This is an optimization exercise on Yosys and OpenROAD, whose aim is small area and a short achievable clock period, not a production implementation.
Only simulation tests tie the RTL to the original design; equivalence was not proved.
Power is estimated from default activity; no workload was simulated.

**flow/design.v**
```verilog
package tetrisPkg;
    localparam int BoardCols   = 10;
    localparam int VisibleRows = 20;
    localparam int HiddenRows  = 4;
    localparam int TotalRows   = VisibleRows + HiddenRows;
    localparam int ObjectBits  = VisibleRows * BoardCols;
    localparam int NumPieces   = 5;
    localparam int RowBits     = 5;
    localparam int ColBits     = 5;
    localparam int SpawnCol    = 5;
    localparam int SpawnRow    = 2;
    localparam logic [1:0] KeyIdle   = 2'd0;
    localparam logic [1:0] KeyLeft   = 2'd1;
    localparam logic [1:0] KeyRight  = 2'd2;
    localparam logic [1:0] KeyRotate = 2'd3;
    localparam logic [6:0] LandScore = 7'd1;
    localparam logic [6:0] RowScore  = 7'd10;
endpackage
`timescale 1ns/1ps
module gameControl
(
    input  logic         clk,
    input  logic         rstReg,
    input  logic [1:0]   keyCode,
    input  logic         dropTick,
    output logic [6:0]   score,
    output logic [2:0]   nextBlock,
    output logic [199:0] objects,
    output logic         fail
);
    function automatic logic [15:0] shapeRects(input logic [2:0] nb, input logic [1:0] rot);
        case (nb)
            3'd1: shapeRects = rot[0] ? 16'b0100_1111_0100_1111 : 16'b1111_0100_1111_0100;
            3'd2: shapeRects = 16'b1100_0110_1100_0110;
            3'd3: case (rot)
                2'd0: shapeRects = 16'b1110_0100_0100_0010;
                2'd1: shapeRects = 16'b0100_1110_1000_0100;
                2'd2: shapeRects = 16'b1110_0100_0100_1000;
                default: shapeRects = 16'b0100_1110_0010_0100;
            endcase
            3'd4: case (rot)
                2'd0: shapeRects = 16'b1110_0100_1000_0010;
                2'd1: shapeRects = 16'b0100_1110_1000_1000;
                2'd2: shapeRects = 16'b1110_0100_0010_1000;
                default: shapeRects = 16'b0100_1110_0010_0010;
            endcase
            default: case (rot)
                2'd0: shapeRects = 16'b0110_0100_1100_0010;
                2'd1: shapeRects = 16'b0100_1100_0010_0110;
                2'd2: shapeRects = 16'b1100_0100_0110_0010;
                default: shapeRects = 16'b0100_0110_0010_1100;
            endcase
        endcase
    endfunction
    function automatic logic [4:0] lockLimit(input logic [2:0] nb, input logic [1:0] rot);
        case (nb)
            3'd1: lockLimit = rot[0] ? 5'd6 : 5'd4;
            3'd3, 3'd4: lockLimit = (rot == 2'd2) ? 5'd4 : 5'd5;
            default: lockLimit = 5'd5;
        endcase
    endfunction
    logic [19:0][9:0] board;
    logic [4:0] cRow;       
    logic [3:0] cCol;       
    logic [1:0] rot;
    logic       lastIdle;
    logic       busy;
    logic [4:0] rdPtr;      
    logic [4:0] wrPtr;
    logic keyPress, active, blocked, moveOk, lockPiece, clearDone;
    assign active   = !busy && !fail;
    assign keyPress = lastIdle && (keyCode != 2'd0);
    logic [4:0] candRow;    
    logic [4:0] candCol1;   
    logic [1:0] candRot;
    always_comb begin
        candRow  = cRow;
        candCol1 = {1'b0, cCol} + 5'd1;
        candRot  = rot;
        if (dropTick) candRow = cRow + 5'd1;
        else if (keyPress) begin
            case (keyCode)
                2'd1: candCol1 = {1'b0, cCol};
                2'd2: candCol1 = {1'b0, cCol} + 5'd2;
                default: candRot = rot + 2'd1;
            endcase
        end
    end
    logic [15:0] cShape, pShape;
    assign cShape = shapeRects(nextBlock, candRot);
    assign pShape = shapeRects(nextBlock, rot);
    logic [9:0]  cColA, cColB, pColA, pColB;
    logic [23:0] cRowA, cRowB, pRowA, pRowB;
    logic        oob;
    always_comb begin
        oob = 1'b0;
        for (int c = 0; c < 10; c++) begin
            cColA[c] = 1'b0; cColB[c] = 1'b0; pColA[c] = 1'b0; pColB[c] = 1'b0;
            for (int j = 0; j < 4; j++) begin
                if (candCol1 == 5'(c + 3 - j)) begin
                    cColA[c] = cColA[c] | cShape[12 + j];
                    cColB[c] = cColB[c] | cShape[4 + j];
                end
                if ({1'b0, cCol} == 5'(c + 2 - j)) begin
                    pColA[c] = pColA[c] | pShape[12 + j];
                    pColB[c] = pColB[c] | pShape[4 + j];
                end
            end
        end
        for (int r = 0; r < 24; r++) begin
            cRowA[r] = 1'b0; cRowB[r] = 1'b0; pRowA[r] = 1'b0; pRowB[r] = 1'b0;
            for (int j = 0; j < 4; j++) begin
                if (candRow == 5'(r + 2 - j)) begin
                    cRowA[r] = cRowA[r] | cShape[8 + j];
                    cRowB[r] = cRowB[r] | cShape[j];
                end
                if (cRow == 5'(r + 2 - j)) begin
                    pRowA[r] = pRowA[r] | pShape[8 + j];
                    pRowB[r] = pRowB[r] | pShape[j];
                end
            end
        end
        for (int j = 0; j < 4; j++) begin
            if ((cShape[12 + j] | cShape[4 + j]) &&
                ({1'b0, candCol1} + 6'(j) < 6'd3 || {1'b0, candCol1} + 6'(j) > 6'd12))
                oob = 1'b1;
            if ((cShape[8 + j] | cShape[j]) && {1'b0, candRow} + 6'(j) > 6'd25)
                oob = 1'b1;
        end
    end
    always_comb begin
        blocked = oob;
        for (int r = 0; r < 20; r++)
            for (int c = 0; c < 10; c++)
                if (board[r][c] && ((cRowA[r + 4] && cColA[c]) || (cRowB[r + 4] && cColB[c])))
                    blocked = 1'b1;
    end
    assign lockPiece = active && dropTick && blocked;
    assign moveOk    = active && (dropTick || keyPress) && !blocked;
    assign clearDone = busy && (rdPtr == 5'd4);
    always_comb begin
        for (int r = 0; r < 20; r++)
            for (int c = 0; c < 10; c++)
                objects[r * 10 + c] = board[r][c] |
                    (pRowA[r + 4] & pColA[c]) | (pRowB[r + 4] & pColB[c]);
    end
    logic [9:0] src;
    logic       full;
    always_comb begin
        src = '0;
        for (int r = 0; r < 20; r++)
            if (rdPtr == 5'(r + 4)) src = objects[r * 10 +: 10];
        full = &src;
    end
    always_ff @(posedge clk) begin
        for (int r = 0; r < 20; r++) begin
            if (rstReg) board[r] <= '0;
            else if (busy && !full && wrPtr == 5'(r + 4)) board[r] <= src;
            else if (busy && rdPtr == 5'(r + 4)) board[r] <= '0;
        end
    end
    always_ff @(posedge clk) begin
        if (rstReg) begin
            lastIdle  <= 1'b1;
            busy      <= 1'b0;
            rdPtr     <= 5'd23;
            wrPtr     <= 5'd23;
            cRow      <= 5'd2;
            cCol      <= 4'd5;
            rot       <= 2'd0;
            score     <= 7'd0;
            nextBlock <= 3'd1;
            fail      <= 1'b0;
        end else begin
            lastIdle <= (keyCode == 2'd0);
            if (lockPiece) begin
                busy  <= 1'b1;
                rdPtr <= 5'd23;
                wrPtr <= 5'd23;
                if (cRow < lockLimit(nextBlock, rot)) fail <= 1'b1;
            end else if (busy) begin
                rdPtr <= rdPtr - 5'd1;
                if (!full) wrPtr <= wrPtr - 5'd1;
                if (clearDone) busy <= 1'b0;
            end
            if (clearDone && !fail) begin
                score     <= score + 7'd1 + 7'd10 * (7'(wrPtr[3:0]) - 7'd4 + 7'(full));
                nextBlock <= (nextBlock == 3'd4) ? 3'd0 : nextBlock + 3'd1;
                cRow      <= 5'd2;
                cCol      <= 4'd5;
                rot       <= 2'd0;
            end else if (moveOk) begin
                cRow <= candRow;
                cCol <= 4'(candCol1 - 5'd1);
                rot  <= candRot;
            end
        end
    end
endmodule
```
**flow/run.sh**
```bash
#!/bin/bash
# synth_recipe.tcl (not shown) runs the flow's synth.tcl, then flattens the netlist and writes it again
# the make line also repeats each setting of config.mk as NAME=value (left out here)
make -C /OpenROAD-flow-scripts/flow DESIGN_CONFIG=/design/flow/config.mk WORK_HOME=/design/flow/orfs CLKGATE_MAP_FILE= SYNTH_SCRIPT=/design/flow/synth_recipe.tcl finish
```
**flow/config.mk**
```make
export PLATFORM = sky130hd
export DESIGN_NAME = gameControl
export DESIGN_NICKNAME = gameControl
export VERILOG_FILES = /design/flow/design.v
export SDC_FILE = /design/flow/constraint.sdc
export NUM_CORES = 4
export LEC_CHECK = 0
export CAP_MARGIN = 20
export CORE_MARGIN = 2
export CORE_UTILIZATION = 25
export PLACE_DENSITY = 0.5
export SLEW_MARGIN = 20
```
**flow/constraint.sdc**
```tcl
create_clock -name core_clock -period 14.0 [get_ports {clk}]
set_input_delay 2.8000 -clock core_clock [delete_from_list [all_inputs] [get_ports {clk}]]
set_output_delay 2.8000 -clock core_clock [all_outputs]
set_load 0.01 [all_outputs]
```
==> summary.md <==
| Metric | Value |
|---|---|
| Rows | 111 |
| Die span in y | 307 µm |
| Ranking of synthesized cells by area | dfxtp_1, a221o_1, nand2_1, mux2i_1, o2bb2ai_1 |
| Vias in the first global route | ~28000 |
| Routability cong. | ~1.1 |
| Vias post-DR | just over 30000 |
| Clk pwr share | 22.2% |
| Initial Utilization | about a quarter |
| H-tree depth | 1 |
| Main synth FF type | dfxtp_1 |
| Die Span X | 307 µm |
| EDFF count, synth | 0 |
| Status | no timing/DRC/antenna violations |
| Critical path's top delay family | compound AO/OA/AOI/OAI gates |
| DPL Wire Length | around 150000 µm |
| Total Routing Usage GR | between 30% and 40% |
| Final Hold Fails | 0 |
| Leakage | ~10 nW |
| Synth warnings | 1 |
| Worst hold endpoint | board[26]$_SDFFE_PP0P_ |
| P per Cell Area | approximately 140 nW/µm² |
| Vias per cell | 7.15 |
| CP startpoint kind | register |
| F_max | about 0.1 GHz |
| Setup violators final | 0 |
| CP Class | register to register |
| Total I/O pin count | 216 |
| Cell with the most instances on the worst path | ha_1 |
| Final clock skew | 0.0272 ns |
| Final instance area | about 28000 µm² |
| CP required | ~15 ns |
| Critical path endpoint category | register |
| Tcrit/Tclk final | 72.2% |
| TritonCTS clock tree | done |
| DR pass1 iterations | 10 |
| RR Startpoint | nextBlock[2]$_SDFFE_PP0P_ |
| Hold-fix buffers, CTS | 0 |
| Clock Sinks | ~230 |
| Wire length per cell | between 40 and 50 µm |
| Net Sw Power | ~2.2 mW |
| Die ar. | between 90000 and 100000 µm² |
| CP peak stage delay | approximately 1.2 ns |
| Post-cts resize count | 0 |
| Sequential Power Share | a little under a fifth |
| Reg-to-reg endpoint | score[6]$_SDFFE_PP0P_ |
| Slew margin rel. | a little over an eighth |
| Clk latency of the worst-skew pair | between 0.6 and 0.7 ns |
| Setup TNS | 0 ns |
| CTS Buf Count | 31 |
| Worst vdd ir | between 100 and 150 µV |
| DRC | 0 |
| Critical Path Stages | 28 |
| R2R Setup Slk | 3.89 ns |
| Post-route ant nets | 0 |
| Worst-path clk slew | about 0.060 ns |
| Most frequent cells after synthesis | nand2_1, dfxtp_1, nor2_1 |
| Layout cells sized above 1 | slightly above 10% |
| Initial antenna violation count | 18 |
| Slowest stage cell, crit path | a221oi_1 |
| Logic pwr share | about three fifths |
| Clock Path Buffers | 3 |
| Nets@finish | between 3000 and 4000 |
| Least-Margin Pin Slew | 1.29 ns |
| Largest net degree at the start of global routing | 37 |
| Root buf cell | clkbuf_16 |
| Synthesized flop and latch total | roughly 230 |
| Slew Limit Fails | 0 |
| Worst Hold Class | register to register |
| Average size of a mapped cell | around 7.8 µm² |
| Crit path buf inv count | 6 |
| Unrepaired setup endpoints after global routing | false |
| Critical path arrival | approximately 11 ns |
| Syn Nets | 3012 |
| Total Wirelength | roughly 190000 µm |
| First-pass GRT wire length | 253000 µm |
| CP Max Fanout | 30 |
| Fin crit period | ~10 ns |
| Core area | between 90000 and 100000 µm² |
| Hold wc startpoint | board[26]$_SDFFE_PP0P_ |
| Top-count cell post-synth | nand2_1 |
| Async SR Flop Fraction | 0% |
| Int Power | between 1.5 and 2 mW |
| WHS | slightly below 0.5 ns |
| Area delta synth->final | 21.8% |
| Sequential area share after synthesis | 20.5% |
| Worst R2R Path Depth | 28 |
| Synth Cell Area | roughly 23000 µm² |
| Max Cap Violations | 0 |
| Starting DRC count in detailed routing | around 6100 |
| Postcts setup bufs | 0 |
| Yosys top cell by area | dfxtp_1 |
| GRT overflow | 0 |
| Switching fraction of total power | 56.5% |
| Number of distinct library cells after synthesis | around 120 |
| Port Buf Inserts | ~220 |
| Hold Path Stages | 1 |
| Placed Area | 26800 µm² |
| Mapped Cells | between 2000 and 3000 |
| Post-synth top area share | approximately 20% |
-- per-layer routing --
metal | vias to the layer above | track usage (%) | wire [µm] | part of all wire, %
met1 | 15160 | 50.6 | 75600 | 40
li1 | 12065 | - | - | -
met4 | 12 | 24.0 | 15200 | 7.9
met3 | 654 | 13.5 | 25700 | 13
met5 | - | 0 | 78 | 0.041
met2 | 2891 | 54.0 | 74600 | 39
-- registers in the layout, summed over array words and instances, names as in the netlist --
name       cells
wrPtr          5
board        200
cRow           5
nextBlock      3
rdPtr          5
cCol           4
lastIdle       1
score          7
fail           1
busy           1
rot            2
-- metrics by stage --
| step | worst slack (ns) | total power [mW] | utilization, % | instances |
|---|---|---|---|---|
| detailed placement | 3.66 | 2.94 | 29.3 | 4240 |
| finish | 3.89 | 3.97 | 30.6 | 4304 |
| CTS | 4.06 | 3.80 | 30.5 | 4297 |
| global route | 3.64 | 3.95 | 30.5 | 4297 |
| global placement | 3.65 | 2.97 | 29.3 | 4239 |
| floorplan | 6.22 | 1.89 | - | 2932 |
-- cells by family (layout without fill, tap and decap cells) --
family / after synthesis / after routing / synth area share (%)
buf+inv: 345 / 524 / 6.31
flops: 234 / 234 / 20.5
fa+ha+maj: 76 / 76 / 4.21
other cells: 0 / 7 / 0
simple gates: 890 / 890 / 19.9
compound gates: 1246 / 1246 / 43.0
xor+xnor: 30 / 30 / 1.15
mux: 111 / 111 / 4.91
-- area by class of cell --
cell class	instances	area, µm²
Sequential cell	234	4680
Tap cell	1186	1480
Clock inverter	14	199
Fill cell	9905	63400
Multi-Input combinational cell	2353	17000
Inverter	106	398
Antenna cell	7	17.5
Clock buffer	43	871
Timing Repair Buffer	361	3250
-- how the worst max path moves through the flow --
stage                         startpoint                     to  slack [ns]
6_report       nextBlock[2]$_SDFFE_PP0P_  score[6]$_SDFFE_PP0P_        3.89
3_5_place_dp                  keyCode[0]   cRow[3]$_SDFFE_PP0P_        3.66
5_1_grt        nextBlock[2]$_SDFFE_PP0P_  score[6]$_SDFFE_PP0P_        3.64
4_1_cts        nextBlock[2]$_SDFFE_PP0P_  score[6]$_SDFFE_PP0P_        4.06
2_1_floorplan                 keyCode[0]   cRow[3]$_SDFFE_PP0P_        6.22
3_3_place_gp                  keyCode[0]   cRow[3]$_SDFFE_PP0P_        3.65
-- layout by cell type, fill, tap and decap left out, drive strengths merged, types with 107 or more instances in the layout --
master,Yosys,routed
dfxtp,234,234
buf,98,147
a21oi,132,132
nand2,284,284
o21ai,153,153
a221o,159,159
o2bb2ai,107,107
clkdlybuf4s50,0,214
nor2,182,182
mux2i,107,107
o22ai,129,129
-- power groups by stage --
stage / Clock, mW / Combinational [mW] / Sequential (mW)
floorplan: 0 / 1.18 / 0.714
global route: 0.902 / 2.33 / 0.724
finish: 0.880 / 2.36 / 0.723
detailed placement: 0 / 2.20 / 0.737
CTS: 0.876 / 2.20 / 0.722
global placement: 0 / 2.24 / 0.738

re-timing with driven ports:
How much do the figures lean on ideal ports? The routed layout below was timed once more, with nothing changed but the port constraints. Step 1 assumes that a clkbuf_16 drives the clock port and a buf_2 every other input. Step 2, shift: input delay + t, output delay - t, t = (earliest + latest rising clock arrival at the registers) / 2. This alone moves slack from input paths to output paths. Three values: no drivers, after step 1, after step 2; two values: the first two.
t, ns: 0.704
setup WS [ns]: 3.892 / 3.892 / 3.596
latest minus earliest clock arrival (ns): 0.028 / 0.028
worst register clock-pin slew, ns: 0.07 / 0.07
pins driven straight from the clock port: 1
After both steps this run still meets setup and hold. The setup slack of this run moves by 0.000 ns with the drivers and by -0.296 ns with both steps.
